This design comes from an exercise in tuning for small area on the open sky130 flow, not from production work. Only simulation tests tie the RTL to the original design; equivalence was not proved. Power and IR drop assume default switching activity.

==> flow/design.v <==
package mixer_pkg;
   localparam int NCH     = 16;
   localparam int COEFF_W = 16;
   localparam int FLAT_W  = NCH * COEFF_W;
   localparam int CH_W    = 4;
   typedef logic signed [COEFF_W-1:0] coeff_t;
endpackage
module ramp_ao22 #(
   parameter int N = 1
) (
   input  logic [N-1:0] i_a,
   input  logic         i_sa,
   input  logic [N-1:0] i_b,
   input  logic         i_sb,
   output logic [N-1:0] o_y
);
   assign o_y = (i_a & {N{i_sa}}) | (i_b & {N{i_sb}});
endmodule
module ramp_ao222 #(
   parameter int N = 1
) (
   input  logic [N-1:0] i_a,
   input  logic         i_sa,
   input  logic [N-1:0] i_b,
   input  logic         i_sb,
   input  logic [N-1:0] i_c,
   input  logic         i_sc,
   output logic [N-1:0] o_y
);
   assign o_y = (i_a & {N{i_sa}}) | (i_b & {N{i_sb}}) | (i_c & {N{i_sc}});
endmodule
module ramp_aor16 #(
   parameter int N = 1
) (
   input  logic [16*N-1:0] i_d,
   input  logic [15:0]     i_sel,
   output logic [N-1:0]    o_y
);
   always_comb begin
      o_y = '0;
      for (int k = 0; k < 16; k++) o_y = o_y | (i_d[k*N +: N] & {N{i_sel[k]}});
   end
endmodule
module coeff_slew_step #(
   parameter logic [mixer_pkg::COEFF_W-1:0] STEP = 16'd64
) (
   input  logic [mixer_pkg::COEFF_W-1:0] i_cur,
   input  logic [mixer_pkg::COEFF_W-1:0] i_tgt,
   output logic [mixer_pkg::COEFF_W-1:0] o_next,
   output logic               o_eq
);
   logic signed [mixer_pkg::COEFF_W:0] w_d;
   logic        [mixer_pkg::COEFF_W:0] w_lo;
   logic        [mixer_pkg::COEFF_W:0] w_hi;
   assign w_d  = $signed({i_tgt[mixer_pkg::COEFF_W-1], i_tgt})
               - $signed({i_cur[mixer_pkg::COEFF_W-1], i_cur});
   assign w_lo = -{1'b0, STEP};
   assign w_hi = {1'b0, STEP};
   assign o_eq   = ($signed(w_d) >= $signed(w_lo)) && ($signed(w_d) <= $signed(w_hi));
   assign o_next = o_eq ? i_tgt
                 : (w_d[mixer_pkg::COEFF_W] ? i_cur - STEP : i_cur + STEP);
endmodule
module coeff_ramp16 #(
   parameter logic [mixer_pkg::COEFF_W-1:0] STEP = 16'd64
) (
   input  logic              clk,
   input  logic              rst_n,
   input  logic              sample_tick,
   input  logic              coeff_done,
   input  logic              snap,
   input  logic [mixer_pkg::FLAT_W-1:0] tgt_L_flat,
   input  logic [mixer_pkg::FLAT_W-1:0] tgt_R_flat,
   output logic [mixer_pkg::FLAT_W-1:0] cur_L_flat,
   output logic [mixer_pkg::FLAT_W-1:0] cur_R_flat,
   output logic              ramp_busy,
   output logic              settled,
   output logic              overrun,
   input  logic              overrun_clr
);
   localparam int NCH = mixer_pkg::NCH;
   localparam int W   = mixer_pkg::COEFF_W;
   localparam int FW  = mixer_pkg::FLAT_W;
   logic [FW-1:0] r_pend_l, r_pend_r;
   logic          r_pz;
   logic [FW-1:W] r_act_l, r_act_r;
   logic [FW-1:0] r_cur_l, r_cur_r;
   logic [NCH-1:0] r_sel;
   logic [FW-1:0] w_src_l, w_src_r;
   logic [FW-1:W] w_act_d_l, w_act_d_r;
   logic [FW-1:0] w_cur_d_l, w_cur_d_r;
   logic r_all_eq;
   logic r_dirty;
   logic r_busy;
   logic r_settled;
   logic r_overrun;
   logic [NCH-1:0] w_wr;
   logic [NCH-1:0] w_hold;
   logic           w_first;
   logic [W-1:0]   w_cur_l, w_cur_r;
   logic [W-1:0]   w_tgt_l, w_tgt_r;
   logic [W-1:0]   w_next_l, w_next_r;
   logic           w_eq_l, w_eq_r;
   logic           w_all_eq;
   logic           w_last;
   ramp_ao22 #(.N(FW)) u_src_l (.i_a(tgt_L_flat), .i_sa(coeff_done),
      .i_b(r_pend_l), .i_sb(~coeff_done & ~r_pz), .o_y(w_src_l));
   ramp_ao22 #(.N(FW)) u_src_r (.i_a(tgt_R_flat), .i_sa(coeff_done),
      .i_b(r_pend_r), .i_sb(~coeff_done & ~r_pz), .o_y(w_src_r));
   always_ff @(posedge clk) begin
      r_pend_l <= w_src_l;
      r_pend_r <= w_src_r;
   end
   always_ff @(posedge clk or negedge rst_n) begin
      if (!rst_n) r_pz <= 1'b1;
      else        r_pz <= 1'b0;
   end
   always_ff @(posedge clk) begin
      if (r_busy) r_sel <= {r_sel[NCH-2:0], 1'b0};
      else        r_sel <= NCH'(1);
   end
   assign w_first = r_sel[0];
   assign w_last  = r_sel[NCH-1];
   ramp_ao22 #(.N(FW-2*W)) u_act_l (.i_a(r_pend_l[FW-W-1:W]), .i_sa(w_first),
      .i_b(r_act_l[FW-1:2*W]), .i_sb(~w_first), .o_y(w_act_d_l[FW-W-1:W]));
   ramp_ao22 #(.N(FW-2*W)) u_act_r (.i_a(r_pend_r[FW-W-1:W]), .i_sa(w_first),
      .i_b(r_act_r[FW-1:2*W]), .i_sb(~w_first), .o_y(w_act_d_r[FW-W-1:W]));
   assign w_act_d_l[FW-1:FW-W] = r_pend_l[FW-1:FW-W];
   assign w_act_d_r[FW-1:FW-W] = r_pend_r[FW-1:FW-W];
   always_ff @(posedge clk) begin
      r_act_l <= w_act_d_l;
      r_act_r <= w_act_d_r;
   end
   ramp_ao22 #(.N(2*W)) u_tgt (.i_a({r_pend_l[W-1:0], r_pend_r[W-1:0]}), .i_sa(w_first),
      .i_b({r_act_l[2*W-1:W], r_act_r[2*W-1:W]}), .i_sb(~w_first), .o_y({w_tgt_l, w_tgt_r}));
   for (genvar b = 0; b < W; b++) begin : g_rd
      logic [NCH-1:0] w_col_l, w_col_r;
      for (genvar k = 0; k < NCH; k++) begin : g_ch
         assign w_col_l[k] = r_cur_l[k*W + b];
         assign w_col_r[k] = r_cur_r[k*W + b];
      end
      ramp_aor16 #(.N(1)) u_rd_l (.i_d(w_col_l), .i_sel(r_sel), .o_y(w_cur_l[b]));
      ramp_aor16 #(.N(1)) u_rd_r (.i_d(w_col_r), .i_sel(r_sel), .o_y(w_cur_r[b]));
   end
   coeff_slew_step #(.STEP(STEP)) u_step_l (
      .i_cur (w_cur_l), .i_tgt (w_tgt_l), .o_next (w_next_l), .o_eq (w_eq_l));
   coeff_slew_step #(.STEP(STEP)) u_step_r (
      .i_cur (w_cur_r), .i_tgt (w_tgt_r), .o_next (w_next_r), .o_eq (w_eq_r));
   assign w_all_eq = r_all_eq & w_eq_l & w_eq_r;
   assign w_wr   = {NCH{r_busy & ~snap}} & r_sel;
   assign w_hold = ~({NCH{snap}} | w_wr);
   for (genvar k = 0; k < NCH; k++) begin : g_cur
      ramp_ao222 #(.N(W)) u_cur_l (.i_a(w_src_l[k*W +: W]), .i_sa(snap),
         .i_b(w_next_l), .i_sb(w_wr[k]), .i_c(r_cur_l[k*W +: W]), .i_sc(w_hold[k]),
         .o_y(w_cur_d_l[k*W +: W]));
      ramp_ao222 #(.N(W)) u_cur_r (.i_a(w_src_r[k*W +: W]), .i_sa(snap),
         .i_b(w_next_r), .i_sb(w_wr[k]), .i_c(r_cur_r[k*W +: W]), .i_sc(w_hold[k]),
         .o_y(w_cur_d_r[k*W +: W]));
   end
   always_ff @(posedge clk or negedge rst_n) begin
      if (!rst_n) begin
         r_cur_l <= '0;
         r_cur_r <= '0;
      end else begin
         r_cur_l <= w_cur_d_l;
         r_cur_r <= w_cur_d_r;
      end
   end
   always_ff @(posedge clk or negedge rst_n) begin
      if (!rst_n) begin
         r_overrun <= 1'b0;
      end else if (overrun_clr) begin
         r_overrun <= 1'b0;
      end else if (sample_tick && r_busy && !snap) begin
         r_overrun <= 1'b1;
      end
   end
   always_ff @(posedge clk or negedge rst_n) begin
      if (!rst_n) begin
         r_all_eq  <= 1'b1;
         r_dirty   <= 1'b0;
         r_busy    <= 1'b0;
         r_settled <= 1'b1;
      end else if (snap) begin
         r_all_eq  <= 1'b1;
         r_dirty   <= 1'b0;
         r_busy    <= 1'b0;
         r_settled <= 1'b1;
      end else if (!r_busy) begin
         if (coeff_done) r_settled <= 1'b0;
         if (sample_tick) begin
            r_all_eq <= 1'b1;
            r_dirty  <= 1'b0;
            r_busy   <= 1'b1;
         end
      end else begin
         if (coeff_done) begin
            r_dirty   <= 1'b1;
            r_settled <= 1'b0;
         end
         if (w_last) begin
            r_all_eq  <= 1'b1;
            r_busy    <= 1'b0;
            r_settled <= w_all_eq & ~r_dirty & ~coeff_done;
         end else begin
            r_all_eq <= w_all_eq;
         end
      end
   end
   assign cur_L_flat = r_cur_l;
   assign cur_R_flat = r_cur_r;
   assign ramp_busy  = r_busy;
   assign settled    = r_settled;
   assign overrun    = r_overrun;
endmodule
Settings: LEC_CHECK=0, ABC_AREA=1, ABC_CLOCK_PERIOD_IN_PS=6500, CAP_MARGIN=10, CORE_MARGIN=2, CORE_UTILIZATION=55, SETUP_SLACK_MARGIN=0.2, SLEW_MARGIN=10; clock period 9.0 ns.
standard.sh (not shown) runs the stock make flow with config.mk's settings and CLKGATE_MAP_FILE= SYNTH_SCRIPT=/design/flow/synth_recipe.tcl, a recipe that flattens the netlist after the stock synthesis.
==> flow/flow/run.sh <==
#!/bin/bash
# Own layout flow: the standard synthesis unchanged, then its combinational logic mapped
# again for area (registers untouched), then the standard ORFS steps with 1-size port
# buffers and a clock tree of smaller buffers. Each tool's output goes to its own log here.
set -euo pipefail
R=$PWD/orfs/results/sky130hd/coeff_ramp16/base
export BUFFER_PORTS_ARGS="-buffer_cell sky130_fd_sc_hd__buf_1"
export CTS_ARGS="-sink_clustering_enable -repair_clock_nets -dont_use_dummy_load -buf_list {sky130_fd_sc_hd__clkbuf_4} -sink_clustering_size 9 -sink_clustering_max_diameter 45"
bash standard.sh "$R/1_2_yosys.v" > log_synth.txt 2>&1
cp "$R/1_2_yosys.v" remap_in.v
cp "$R/1_2_yosys.v" "$R/1_2_yosys.standard.v"
YOSYS=$(command -v yosys || echo "$FLOW_HOME/../tools/install/yosys/bin/yosys")
"$YOSYS" -s flow/remap.ys > log_remap.txt 2>&1
cp remap_out.v "$R/1_2_yosys.v"
bash standard.sh synth > log_synth_odb.txt 2>&1
bash standard.sh floorplan > log_floorplan.txt 2>&1
bash standard.sh place > log_place.txt 2>&1
bash standard.sh cts > log_cts.txt 2>&1
bash standard.sh route > log_route.txt 2>&1
bash standard.sh finish > log_finish.txt 2>&1
==> flow/flow/area.abc <==
strash
dch -f
amap
topo
Other scripts of this flow, unchanged in this note and not shown: flow/flow/comb_map.v, flow/flow/remap.ys
Change:
--- a/flow/flow/run.sh
+++ b/flow/flow/run.sh
@@ -7,3 +7,3 @@
 export BUFFER_PORTS_ARGS="-buffer_cell sky130_fd_sc_hd__buf_1"
-export CTS_ARGS="-sink_clustering_enable -repair_clock_nets -dont_use_dummy_load -buf_list {sky130_fd_sc_hd__clkbuf_4} -sink_clustering_size 9 -sink_clustering_max_diameter 45"
+export CTS_ARGS="-sink_clustering_enable -repair_clock_nets -dont_use_dummy_load -buf_list {sky130_fd_sc_hd__clkbuf_4} -sink_clustering_size 8 -sink_clustering_max_diameter 40"
 bash standard.sh "$R/1_2_yosys.v" > log_synth.txt 2>&1
==> flow/flow/area.abc (replaced) <==
strash
dch -f
amap
topo
mfs3 -a
topo
Settings changed: CAP_MARGIN 10 to 20, CORE_UTILIZATION 55 to 65, SLEW_MARGIN 10 to 20.
Effect: Power rose by 3.5%. Global-route usage grows by 7.1 points. Register-to-register slack loses 210 ps. Routed wire length falls by 3.4%. Area after synthesis falls by 0.48%.
Change:
==> flow/flow/area.abc (replaced) <==
strash
dch -f
amap
topo
Settings changed: CORE_UTILIZATION 65 to 55.
The new run completed with no timing, DRC or antenna violations.
Worst hold slack is worse by 11 ps.
Worst setup slack gets better by 74 ps.
Synthesized cell count rises by 1.2%.
Die area grows by 18%.
Fmax grows by 0.91%.
Change:
==> flow/flow/area.abc (replaced) <==
strash
dch -f
amap
topo
mfs3 -a
topo
Die area came out lower by 0.47%; routed wire length is lower by 1.1%; fmax rose by 1.1%; global-route usage goes down by 0.29 points; power goes up by 2.4%; clock skew hardly moves; sequential power goes up by about 0.4%; sequential cell count is unchanged; sequential share of layout area hardly moves; via count drops by 1.1%; setup slack improved by 87 ps.

[static timing again, ports no longer ideal]
In the flow no input, the clock included, has a driving cell. The finished layouts below were timed again as built, in two steps.
Step 1: set_driving_cell puts a clkbuf_16 on clk and a buf_2 on each other input, an assumption about the parent block.
Step 2 also shifts input and output timing later by t, the mid clock arrival at the registers, as if the neighbouring blocks saw the same clock.
Slacks: no drivers / after step 1 / after step 2; pairs: no drivers / after step 1.
run | shift t [ns] | setup slack, ns | worst setup path at the end | worst register clock-pin slew, ns
the first run | 1.250 | 0.986 / 0.986 / 0.986 | register to register | 0.12 / 0.12
the second run | 1.181 | 0.773 / 0.773 / 0.773 | register to register | 0.10 / 0.10
the third run | 1.232 | 0.847 / 0.847 / 0.847 | register to register | 0.10 / 0.10
the fourth run | 1.263 | 0.934 / 0.934 / 0.934 | register to register | 0.10 / 0.10
After both steps setup and hold are still met in every run listed.
